Background: an optimization exercise with open tools, aiming at small area. Do not read the settings as production practice. The RTL was checked by simulation tests, not by an equivalence proof against the original design. No activity file was given, so power comes from the tool's default toggle rates.

$ cat design/flow/run.sh
#!/bin/bash
# synth_recipe.tcl (not shown) runs the flow's synth.tcl, then flattens the netlist and writes it again
# the make line also repeats each setting of config.mk as NAME=value (left out here)
make -C /OpenROAD-flow-scripts/flow DESIGN_CONFIG=/design/flow/config.mk WORK_HOME=/design/flow/orfs CLKGATE_MAP_FILE= SYNTH_SCRIPT=/design/flow/synth_recipe.tcl finish
$ cat design/flow/config.mk
export PLATFORM = sky130hd
export DESIGN_NAME = btb_predictor
export DESIGN_NICKNAME = btb_predictor
export VERILOG_FILES = /design/flow/design.v
export SDC_FILE = /design/flow/constraint.sdc
export NUM_CORES = 4
export LEC_CHECK = 0
export CAP_MARGIN = 20
export CORE_MARGIN = 2
export CORE_UTILIZATION = 40
export SLEW_MARGIN = 20
$ cat design/flow/constraint.sdc
create_clock -name core_clock -period 8.0 [get_ports {i_clk}]
set_input_delay 1.6000 -clock core_clock [delete_from_list [all_inputs] [get_ports {i_clk}]]
set_output_delay 1.6000 -clock core_clock [all_outputs]
set_load 0.01 [all_outputs]
$ cat design/flow/design.v
module btb_predictor #(
   parameter int unsigned ENTRIES  = 32,
   parameter int unsigned ADDR_W   = 32,
   parameter logic [1:0]  CNT_INIT = 2'b01
) (
   input  logic              i_clk,
   input  logic              i_rst_n,
   input  logic [ADDR_W-1:0] i_pcF,
   output logic              o_pred_taken,
   output logic [ADDR_W-1:0] o_pred_target,
   input  logic              i_upd_vld,
   input  logic [ADDR_W-1:0] i_upd_pc,
   input  logic              i_upd_is_jmp,
   input  logic              i_upd_taken,
   input  logic [ADDR_W-1:0] i_upd_target,
   input  logic              i_upd_mispred,
   input  logic              i_flush_all,
   output logic [31:0]       o_perf_lookups,
   output logic [31:0]       o_perf_hits,
   output logic [31:0]       o_perf_mispred
);
   localparam int unsigned IDX_W = $clog2(ENTRIES);
   localparam int unsigned TAG_W = ADDR_W - IDX_W - 2;
   logic [ENTRIES-1:0] valid_q;
   logic [ENTRIES-1:0] valid_d;
   logic [ENTRIES-1:0][TAG_W-1:0] tag_q;
   logic [ENTRIES-1:0][TAG_W-1:0] tag_d;
   logic [ENTRIES-1:0][ADDR_W-1:0] target_q;
   logic [ENTRIES-1:0][ADDR_W-1:0] target_d;
   logic [ENTRIES-1:0] is_jmp_q;
   logic [ENTRIES-1:0] is_jmp_d;
   logic [ENTRIES-1:0][1:0] cnt_q;
   logic [ENTRIES-1:0][1:0] cnt_d;
   logic [IDX_W-1:0]  fetch_idx;
   logic [TAG_W-1:0]  fetch_tag;
   logic              fetch_hit;
   logic [IDX_W-1:0]  upd_idx;
   logic [TAG_W-1:0]  upd_tag;
   logic              upd_hit;
   logic              unused_bits;
   assign unused_bits = ^{i_pcF[1:0], i_upd_pc[1:0], i_upd_mispred};
   assign fetch_idx = i_pcF[IDX_W+1:2];
   assign fetch_tag = i_pcF[ADDR_W-1:IDX_W+2];
   assign upd_idx   = i_upd_pc[IDX_W+1:2];
   assign upd_tag   = i_upd_pc[ADDR_W-1:IDX_W+2];
   always_comb begin
      fetch_hit     = valid_q[fetch_idx] && (tag_q[fetch_idx] == fetch_tag);
      o_pred_taken  = fetch_hit && (is_jmp_q[fetch_idx] || cnt_q[fetch_idx][1]);
      o_pred_target = o_pred_taken ? target_q[fetch_idx] : '0;
      upd_hit       = valid_q[upd_idx] && (tag_q[upd_idx] == upd_tag);
   end
   always_comb begin
      valid_d  = valid_q;
      tag_d    = tag_q;
      target_d = target_q;
      is_jmp_d = is_jmp_q;
      cnt_d    = cnt_q;
      if (i_flush_all) begin
         for (int i = 0; i < ENTRIES; i++) begin
            valid_d[i] = 1'b0;
            cnt_d[i]   = CNT_INIT;
         end
      end else if (i_upd_vld) begin
         if (upd_hit) begin
            is_jmp_d[upd_idx] = i_upd_is_jmp;
            if (i_upd_is_jmp) begin
               cnt_d[upd_idx]    = 2'b11;
               target_d[upd_idx] = i_upd_target;
            end else if (i_upd_taken) begin
               if (cnt_q[upd_idx] != 2'b11) begin
                  cnt_d[upd_idx] = cnt_q[upd_idx] + 2'b01;
               end
               target_d[upd_idx] = i_upd_target;
            end else begin
               if (cnt_q[upd_idx] != 2'b00) begin
                  cnt_d[upd_idx] = cnt_q[upd_idx] - 2'b01;
               end
            end
         end else if (i_upd_taken) begin
            valid_d[upd_idx]  = 1'b1;
            tag_d[upd_idx]    = upd_tag;
            target_d[upd_idx] = i_upd_target;
            is_jmp_d[upd_idx] = i_upd_is_jmp;
            cnt_d[upd_idx]    = i_upd_is_jmp ? 2'b11 : 2'b10;
         end
      end
   end
   always_ff @(posedge i_clk or negedge i_rst_n) begin
      if (!i_rst_n) begin
         for (int i = 0; i < ENTRIES; i++) begin
            valid_q[i]  <= 1'b0;
            tag_q[i]    <= '0;
            target_q[i] <= '0;
            is_jmp_q[i] <= 1'b0;
            cnt_q[i]    <= CNT_INIT;
         end
      end else begin
         valid_q  <= valid_d;
         tag_q    <= tag_d;
         target_q <= target_d;
         is_jmp_q <= is_jmp_d;
         cnt_q    <= cnt_d;
      end
   end
   logic [31:0] perf_lookups_q, perf_lookups_d;
   logic [31:0] perf_hits_q, perf_hits_d;
   logic [31:0] perf_mispred_q, perf_mispred_d;
   always_comb begin
      perf_lookups_d = perf_lookups_q + 32'd1;
      perf_hits_d    = perf_hits_q + {31'd0, fetch_hit};
      perf_mispred_d = perf_mispred_q + {31'd0, i_upd_vld & i_upd_mispred};
   end
   always_ff @(posedge i_clk or negedge i_rst_n) begin
      if (!i_rst_n) begin
         perf_lookups_q <= '0;
         perf_hits_q    <= '0;
         perf_mispred_q <= '0;
      end else begin
         perf_lookups_q <= perf_lookups_d;
         perf_hits_q    <= perf_hits_d;
         perf_mispred_q <= perf_mispred_d;
      end
   end
   assign o_perf_lookups = perf_lookups_q;
   assign o_perf_hits    = perf_hits_q;
   assign o_perf_mispred = perf_mispred_q;
endmodule
==> run notes <==
worst max-delay path by stage:
| stage | start | to | slack (ns) | depth (start not counted) |
|---|---|---|---|---|
| 2_1_floorplan | i_pcF[2] | o_pred_target[10] | 1.06 | 13 |
| 3_3_place_gp | i_pcF[2] | o_pred_target[16] | 0.28 | 14 |
| 3_5_place_dp | i_pcF[2] | o_pred_target[9] | 0.34 | 14 |
| 4_1_cts | i_pcF[2] | o_pred_target[10] | 0.31 | 14 |
| 5_1_grt | i_pcF[2] | o_pred_target[1] | 0.02 | 14 |
| 6_report | i_pcF[2] | o_pred_target[10] | 0.21 | 14 |
critical path: cells and delay by family:
| kind | cells | cell delay (ns) |
|---|---|---|
| buffers and inverters | 5 | 1.86 |
| xor gates and xnor gates | 1 | 0.15 |
| and+or+nand+nor | 5 | 1.23 |
| muxes | 3 | 1.21 |
per-stage QoR:
step | hold slack, ns | instance area [um^2]
after global placement | 0.448 | 110000
after global routing | 0.478 | 118000
after CTS | 0.465 | 118000
after detailed placement | 0.456 | 110000
after floorplan | 0.437 | 102000
final | 0.467 | 118000
logic make-up after synthesis:
group / Yosys count / synth area share, %
buf+inv: 732 / 3.24
compound gates: 901 / 7.02
mux: 2454 / 34.6
simple gates: 758 / 3.60
flops: 2048 / 50.2
xor+xnor: 135 / 1.16
fa+ha+maj: 9 / 0.110
power breakdown:
group / switching (mW) / internal [mW] / leakage (nW)
Combinational: 1.66 / 1.80 / 22.2
Sequential: 0.634 / 11.4 / 27.9
Clock: 4.55 / 6.34 / 3.86
Total: 6.85 / 19.5 / 54.0
Yosys cell counts (all sizes together), types with 36 or more instances:
master   instances  area, um^2
a21oi           68         355
a22o           220        1930
a22oi          115         863
a31oi           38         244
and3            39         244
buf            292        1660
clkbuf         388        1460
dfrtp         2016       50400
inv             49         184
mux2          1434       16800
mux2i          353        3530
mux4           667       15000
nand2          183         689
nand3          139         696
nand4           36         225
nor2           198         768
nor2b           39         244
nor3            51         275
o21ai           50         250
o22ai           45         282
o2bb2ai        203        1780
xnor2           91         797
xor2            44         385
sequential cells by signal (all words and copies together) (netlist names):
| register | cells |
|---|---|
| valid_q | 32 |
| cnt_q | 64 |
| perf_hits_q | 32 |
| perf_mispred_q | 32 |
| is_jmp_q | 32 |
| tag_q | 800 |
| target_q | 1024 |
| perf_lookups_q | 32 |
area by class of cell:
| cell class | instances | area share (%) |
|---|---|---|
| clock inverters | 97 | 1.07 |
| flip-flops and latches | 2048 | 43.5 |
| multi-input cells | 4257 | 40.6 |
| diodes | 5 | 0.0106 |
| repair buffers | 570 | 5.47 |
| inverters | 52 | 0.166 |
| well taps | 3366 | 3.57 |
| clock buffers | 317 | 5.57 |
per-layer routing:
layer / up-vias / GRT usage (%) / part of all wire (%)
li1: 27149 / - / -
met1: 36211 / 35.6 / 41
met2: 3383 / 39.9 / 45
met3: 882 / 6.32 / 8.9
met4: 26 / 11.3 / 4.9
met5: - / 0 / 0.046
==> report_table.html <==
<table>
<tr><th>Metric</th><th>Value</th></tr>
<tr><th colspan="2">Global route</th></tr>
<tr><td>Number of antenna violations at the first check in global routing</td><td>21</td></tr>
<tr><td>Congestion Overflow GR</td><td>0</td></tr>
<tr><td>First-pass GRT wire length</td><td>499 mm</td></tr>
<tr><td>Largest net degree at the start of global routing</td><td>174</td></tr>
<tr><td>Total Routing Usage GR</td><td>26.1%</td></tr>
<tr><td>Via count of the first global-routing pass</td><td>69450</td></tr>
<tr><th colspan="2">Clock network</th></tr>
<tr><td>Post-CTS setup repair buffer count</td><td>0</td></tr>
<tr><td># hold bufs at CTS</td><td>0</td></tr>
<tr><td>CTS Root Cell</td><td>sky130_fd_sc_hd__clkbuf_16</td></tr>
<tr><td>Number of buffers created by CTS</td><td>224</td></tr>
<tr><td>Clock latency on the worst-skew pair</td><td>0.91 ns</td></tr>
<tr><td>Clock slew at reported path FFs</td><td>0.06 ns</td></tr>
<tr><td># H-tree levels</td><td>4</td></tr>
<tr><td>Clock sinks</td><td>2048</td></tr>
<tr><td>Post-CTS Resized</td><td>0</td></tr>
<tr><td>Clock tree from TritonCTS</td><td>yes</td></tr>
<tr><td>Buffer levels on the longest clock path</td><td>3</td></tr>
<tr><th colspan="2">Setup path</th></tr>
<tr><td>Kind of end point of the critical path</td><td>output pin</td></tr>
<tr><td>Critical Setup Path Class</td><td>in -&gt; out</td></tr>
<tr><td>Setup slack on the worst flop-to-flop path</td><td>2.40 ns</td></tr>
<tr><td>Beginning of the worst register-to-register path</td><td>tag_q[392]$_DFFE_PN0P_</td></tr>
<tr><td>Arrival time at the worst endpoint</td><td>6.19 ns</td></tr>
<tr><td>Crit path required time</td><td>6.40 ns</td></tr>
<tr><td>Delay of the slowest cell on the worst path</td><td>0.58 ns</td></tr>
<tr><td>Slowest-stage cell, CP</td><td>sky130_fd_sc_hd__mux4_2</td></tr>
<tr><td>CP cell instances</td><td>buf_8, buf_4, mux4_2, mux4_2, mux2i_1, xnor2_1, nor4_1, nand3_1, nor4_2, buf_4, nand2_2, buf_12, nor2_1, clkdlybuf4s50_1</td></tr>
<tr><td>Reg-to-Reg End</td><td>perf_hits_q[31]$_DFF_PN0_</td></tr>
<tr><td>Max FO, Critical Path</td><td>33</td></tr>
<tr><td>Worst Setup Start Kind</td><td>input pin</td></tr>
<tr><td>Depth of the worst register-to-register path</td><td>20</td></tr>
<tr><th colspan="2">Floorplanning</th></tr>
<tr><td>Site Rows</td><td>185</td></tr>
<tr><td>Overall die height</td><td>509 um</td></tr>
<tr><td>Die area</td><td>0.259 mm^2</td></tr>
<tr><td>Number of ports placed on the die boundary</td><td>232</td></tr>
<tr><td>Width of the chip</td><td>509 um</td></tr>
<tr><td>Core region area</td><td>0.254 mm^2</td></tr>
<tr><td>Initial standard-cell utilization of the core</td><td>40.2%</td></tr>
<tr><th colspan="2">Routing</th></tr>
<tr><td>Vias/cell</td><td>6.32</td></tr>
<tr><td>Residual DRC</td><td>0</td></tr>
<tr><td>Via count</td><td>67651</td></tr>
<tr><td>TritonRoute pass-1 iters</td><td>6</td></tr>
<tr><td>Routed wire length</td><td>342 mm</td></tr>
<tr><td>Average wire length per cell after detail routing</td><td>31.9 um</td></tr>
<tr><td>Post-route ant nets</td><td>0</td></tr>
<tr><td>DR iter-0 viols</td><td>7441</td></tr>
<tr><th colspan="2">Power and ir drop</th></tr>
<tr><td>Pwr Total</td><td>26.3 mW</td></tr>
<tr><td>Static Leak</td><td>54.0 nW</td></tr>
<tr><td>Power Dens Cells</td><td>224 mW/mm^2</td></tr>
<tr><td>Largest vdd supply drop</td><td>0.000219 V</td></tr>
<tr><th colspan="2">Timing</th></tr>
<tr><td>Max-slew violation count</td><td>0</td></tr>
<tr><td>Timing-limited maximum frequency</td><td>128 MHz</td></tr>
<tr><td>Final TNS setup</td><td>0 ns</td></tr>
<tr><td>Time the worst path needs with I/O delays and setup</td><td>7.79 ns</td></tr>
<tr><td>Final-report setup violation count</td><td>0</td></tr>
<tr><td>Transition time of the tightest slew-check pin</td><td>1.11 ns</td></tr>
<tr><td>Setup slack of the critical path after layout</td><td>0.211 ns</td></tr>
<tr><td>Unrepaired setup endpoints after global routing</td><td>no</td></tr>
<tr><td>Count of endpoints failing hold in the final timing report</td><td>0</td></tr>
<tr><td>Final period util</td><td>97.4%</td></tr>
<tr><td>Worst rel slew slack</td><td>26.0%</td></tr>
<tr><td>Largest clock skew in the final design</td><td>0.0901 ns</td></tr>
<tr><th colspan="2">Cells and area</th></tr>
<tr><td>Final Core Density</td><td>46.4%</td></tr>
<tr><td>Most common cell after layout, fill and taps aside</td><td>sky130_fd_sc_hd__dfrtp_1</td></tr>
<tr><td>Register area</td><td>0.0513 mm^2</td></tr>
<tr><td>Top library cells by usage in the layout, fill and taps aside</td><td>sky130_fd_sc_hd__dfrtp_1, sky130_fd_sc_hd__mux2_2, sky130_fd_sc_hd__mux4_2</td></tr>
<tr><td>Total Nets Final</td><td>7265</td></tr>
<tr><td>Filler cell count</td><td>22078</td></tr>
<tr><td>Proportion of layout cells with a drive suffix above 1</td><td>36.7%</td></tr>
<tr><td>Synth-to-layout area growth</td><td>15.4%</td></tr>
<tr><td>Non-filler cells, final</td><td>10712</td></tr>
<tr><td>Multi-input logic area</td><td>0.0478 mm^2</td></tr>
<tr><th colspan="2">Placed design</th></tr>
<tr><td>Post-placement cell count</td><td>10290</td></tr>
<tr><td>Detailed placement HPWL</td><td>201 mm</td></tr>
<tr><td>Total of buffers placed on input and output ports</td><td>227</td></tr>
<tr><td>Placer Congestion</td><td>0.947</td></tr>
<tr><td>Place WS</td><td>0.342 ns</td></tr>
<tr><th colspan="2">Synthesis</th></tr>
<tr><td>Mean Syn Cell Area</td><td>14.5 um^2</td></tr>
<tr><td>Asr flop ratio synth</td><td>100%</td></tr>
<tr><td>Count of mapped cells out of synthesis</td><td>7037</td></tr>
<tr><td>Total nets after synthesis</td><td>7149</td></tr>
<tr><td>Count of synthesis-stage warnings from yosys</td><td>1</td></tr>
<tr><td>Number of enable-type register cells in the synthesized netlist</td><td>0</td></tr>
<tr><td>Predominant post-synthesis flop cell</td><td>sky130_fd_sc_hd__dfrtp_1</td></tr>
<tr><td>Proportion of synthesized chip area in sequential cells</td><td>50.2%</td></tr>
<tr><td>Synth unique cells</td><td>84</td></tr>
<tr><td>Total standard cell area after synthesis</td><td>0.102 mm^2</td></tr>
<tr><td>Flop and latch count out of synthesis</td><td>2048</td></tr>
<tr><th colspan="2">Outcome</th></tr>
<tr><td>Result of the run</td><td>timing/DRC/antenna clean</td></tr>
<tr><th colspan="2">Flow run</th></tr>
<tr><td>Max-capacitance violation count</td><td>0</td></tr>
<tr><th colspan="2">Worst hold path</th></tr>
<tr><td>Min-Delay Path Class</td><td>reg -&gt; reg</td></tr>
<tr><td>Critical hold path startpoint</td><td>cnt_q[38]$_DFFE_PN1P_</td></tr>
<tr><td>Hold Path Stages</td><td>2</td></tr>
<tr><td>Worst hold endpoint</td><td>cnt_q[38]$_DFFE_PN1P_</td></tr>
</table>

-- separate check: timing with driven ports --
How much do the figures lean on ideal ports? The routed layout below was timed once more, with nothing changed but the port constraints. Step 1, drivers: a clkbuf_16 drives i_clk and a buf_2 each remaining input, both assumed. Step 2 adds t to the input delays and takes it off the output delays; t is the mean of the earliest and latest rising clock arrival at the registers after step 1. Input paths then give back, and output paths get back, about the clock's delay inside the block. a / b / c = no drivers / after step 1 / after step 2; a / b = the first two.
t, ns: 0.962
setup WS [ns]: 0.211 / 0.149 / 0.149
slew at the worst register clock pin (ns): 0.07 / 0.07
After both steps this run still meets setup and hold. The setup slack of this run moves by -0.062 ns with the drivers and by -0.062 ns with both steps.
